Context: an optimization exercise on an open-source flow, tuned for small area. The choices shown serve that exercise and are no tape-out recipe.
Function was checked by simulation only, so behaviour that the tests miss may differ from the original.
Power is estimated from default activity; no workload was simulated.

Setup of trial 90:
## tower_defense_top
module tower_defense_top (
    input  logic       clk,
    input  logic       reset_i,
    input  logic       visible_i,
    input  video_pkg::coord_t     x_i,
    input  video_pkg::coord_t     y_i,
    input  logic       btn_up_i,
    input  logic       btn_down_i,
    input  logic       btn_left_i,
    input  logic       btn_right_i,
    input  logic       btn_center_i,
    output video_pkg::rgb_t       pixel_o,
    output logic [3:0] lives_o
);
For scale: roughly 1200 cells after synthesis, ~44 I/O pins, roughly 0.0080 mm^2 of cells after synthesis.
export LEC_CHECK = 0
export ABC_AREA = 1
export CAP_MARGIN = 0
export CORE_MARGIN = 2
export CORE_UTILIZATION = 62
export CTS_BUF_LIST = sky130_fd_sc_hd__clkbuf_16
export CTS_CLUSTER_DIAMETER = 300
export CTS_CLUSTER_SIZE = 50
export GPL_TIMING_DRIVEN = 0
export SETUP_SLACK_MARGIN = 0.0
export SLEW_MARGIN = 0
create_clock -name core_clock -period 12.0 [get_ports {clk}]
standard.sh (not shown) runs the stock make flow with config.mk's settings and CLKGATE_MAP_FILE= SYNTH_SCRIPT=/design/flow/synth_recipe.tcl, a recipe that flattens the netlist after the stock synthesis.
==> flow/flow/run.sh <==
#!/bin/bash
# Standard layout, with the smallest buffer on every input and output port
# instead of the delay cell buffer_ports picks by default.
set -euo pipefail
bash standard.sh 'BUFFER_PORTS_ARGS=-buffer_cell sky130_fd_sc_hd__buf_1' finish > standard_flow.log 2>&1
The final layout from trial 90, which completed every stage, passed the timing, design-rule and antenna checks at the end of the flow.
Relative to trial 90, the following input files were edited for trial 70:
- clearing CTS_CLUSTER_SIZE, which used to be 50
- swapping 0.0 for -0.25 in SETUP_SLACK_MARGIN
- swapping sky130_fd_sc_hd__clkbuf_16 for sky130_fd_sc_hd__clkbuf_8 in CTS_BUF_LIST
- clearing CTS_CLUSTER_DIAMETER, which used to be 300
==> flow/run.sh (new file) <==
#!/bin/bash
# synth_recipe.tcl (not shown) runs the flow's synth.tcl, then flattens the netlist and writes it again
# the make line also repeats each setting of config.mk as NAME=value (left out here)
make -C /OpenROAD-flow-scripts/flow DESIGN_CONFIG=/design/flow/config.mk WORK_HOME=/design/flow/orfs CLKGATE_MAP_FILE= SYNTH_SCRIPT=/design/flow/synth_recipe.tcl finish
removed: flow/flow/run.sh
removed: flow/standard.sh
==> comparison <==
- Cmp trial 70 vs trial 90: wire length of the first global-routing pass higher in trial 70
- Trial 70 has less setup slack than trial 90.
- Side by side, final weighted congestion in routability-driven placement turned out lower in trial 70 than in trial 90.
- Number of global-route vias before repair is lower on trial 90
- Total power grows slightly when moving from trial 90 to trial 70.
- No stage failed in trial 70, and the final checks on the layout all came back clean.
- Looking at trial 90 and trial 70, the maximum cell stage delay along the critical path is a wash.
- Taking trial 90 over trial 70, the non-clock buffer instance count of the final layout ratio works out to 1.10.
- Side by side, ratio of final minimum period to clock period turned out higher in trial 70 than in trial 90.
- Layout-stage area growth over the synthesis result on trial 70 is up relative to trial 90.
- Delta(worst-case hold slack, trial 70 - trial 90) > 0

---

Setup of north:
Starting RTL as in the previous note.
export LEC_CHECK = 0
export ABC_AREA = 1
export CAP_MARGIN = 0
export CORE_MARGIN = 2
export CORE_UTILIZATION = 62
export CTS_BUF_LIST = sky130_fd_sc_hd__clkbuf_8
export GPL_TIMING_DRIVEN = 0
export SETUP_SLACK_MARGIN = -0.1
export SLEW_MARGIN = 0
create_clock -name core_clock -period 12.0 [get_ports {clk}]
==> flow/flow/run.sh <==
#!/bin/bash
# Standard layout, with the smallest buffer on every input and output port
# instead of the delay cell buffer_ports picks by default.
set -euo pipefail
bash standard.sh 'BUFFER_PORTS_ARGS=-buffer_cell sky130_fd_sc_hd__buf_1' finish > standard_flow.log 2>&1
--- input diff north..east ---
-- flow/config.mk --
<<< north, line 12
export CTS_BUF_LIST = sky130_fd_sc_hd__clkbuf_8
export GPL_TIMING_DRIVEN = 0
export SETUP_SLACK_MARGIN = -0.1
export SLEW_MARGIN = 0
>>> east, line 12
export CTS_BUF_LIST = sky130_fd_sc_hd__clkbuf_8
export GPL_TIMING_DRIVEN = 0
export SETUP_SLACK_MARGIN = -0.25
export SLEW_MARGIN = 0
[summary]
Detailed-route wire length on metal 1: east vs north down 230 um
The combined area of the multi-input logic cells of north and that of east are within noise of each other.
Part of the power in combinational logic came out lower on east than on north.
Delta (east minus north): critical path depth higher, total of plain and repair buffers excluding clock buffers now smaller, met2 wire length now sits lower, aggregate routed wire length down about 1%.
[east] share of the clock period used by the worst path after layout rose 0.34 points relative to north
Diff north..east | final estimated routing congestion in global placement | unchanged
On east: total vias in the final route is 0.98% higher than what north gave.

==> re-timing with driven ports <==
The flow's constraints put no driver on any port. The routed layouts listed below were extracted and timed again, unchanged, in two steps. Step 1 (the two cells are an assumption about what drives the block):
set clk [get_ports {clk}]
set_driving_cell -lib_cell sky130_fd_sc_hd__clkbuf_16 $clk
set_driving_cell -lib_cell sky130_fd_sc_hd__buf_2 [delete_from_list [all_inputs] $clk]
Step 2 also shifts input and output timing later by t, the mid clock arrival at the registers, as if the neighbouring blocks saw the same clock. Three values: ideal ports, drivers, drivers and shift; two values: the first two.
| run | t (ns) | slack for setup (ns) | clock arrival spread, ns | worst register clock-pin slew, ns | worst slew at a driven data input, ns |
|---|---|---|---|---|---|
| trial 90 | 0.334 | 0.424 / 0.399 / 0.399 | 0.010 / 0.010 | 0.07 / 0.07 | 0.04 |
| trial 70 | 0.348 | 0.172 / 0.154 / 0.154 | 0.014 / 0.014 | 0.10 / 0.10 | 0.04 |
| north | 0.354 | 0.309 / 0.286 / 0.286 | 0.020 / 0.020 | 0.11 / 0.11 | 0.04 |
| east | 0.351 | 0.268 / 0.248 / 0.248 | 0.017 / 0.018 | 0.11 / 0.11 | 0.04 |
After both steps setup and hold are still met in every run listed. For trial 90, which loses most, drivers alone change the setup slack by -0.025 ns; drivers and shift together by -0.025 ns.
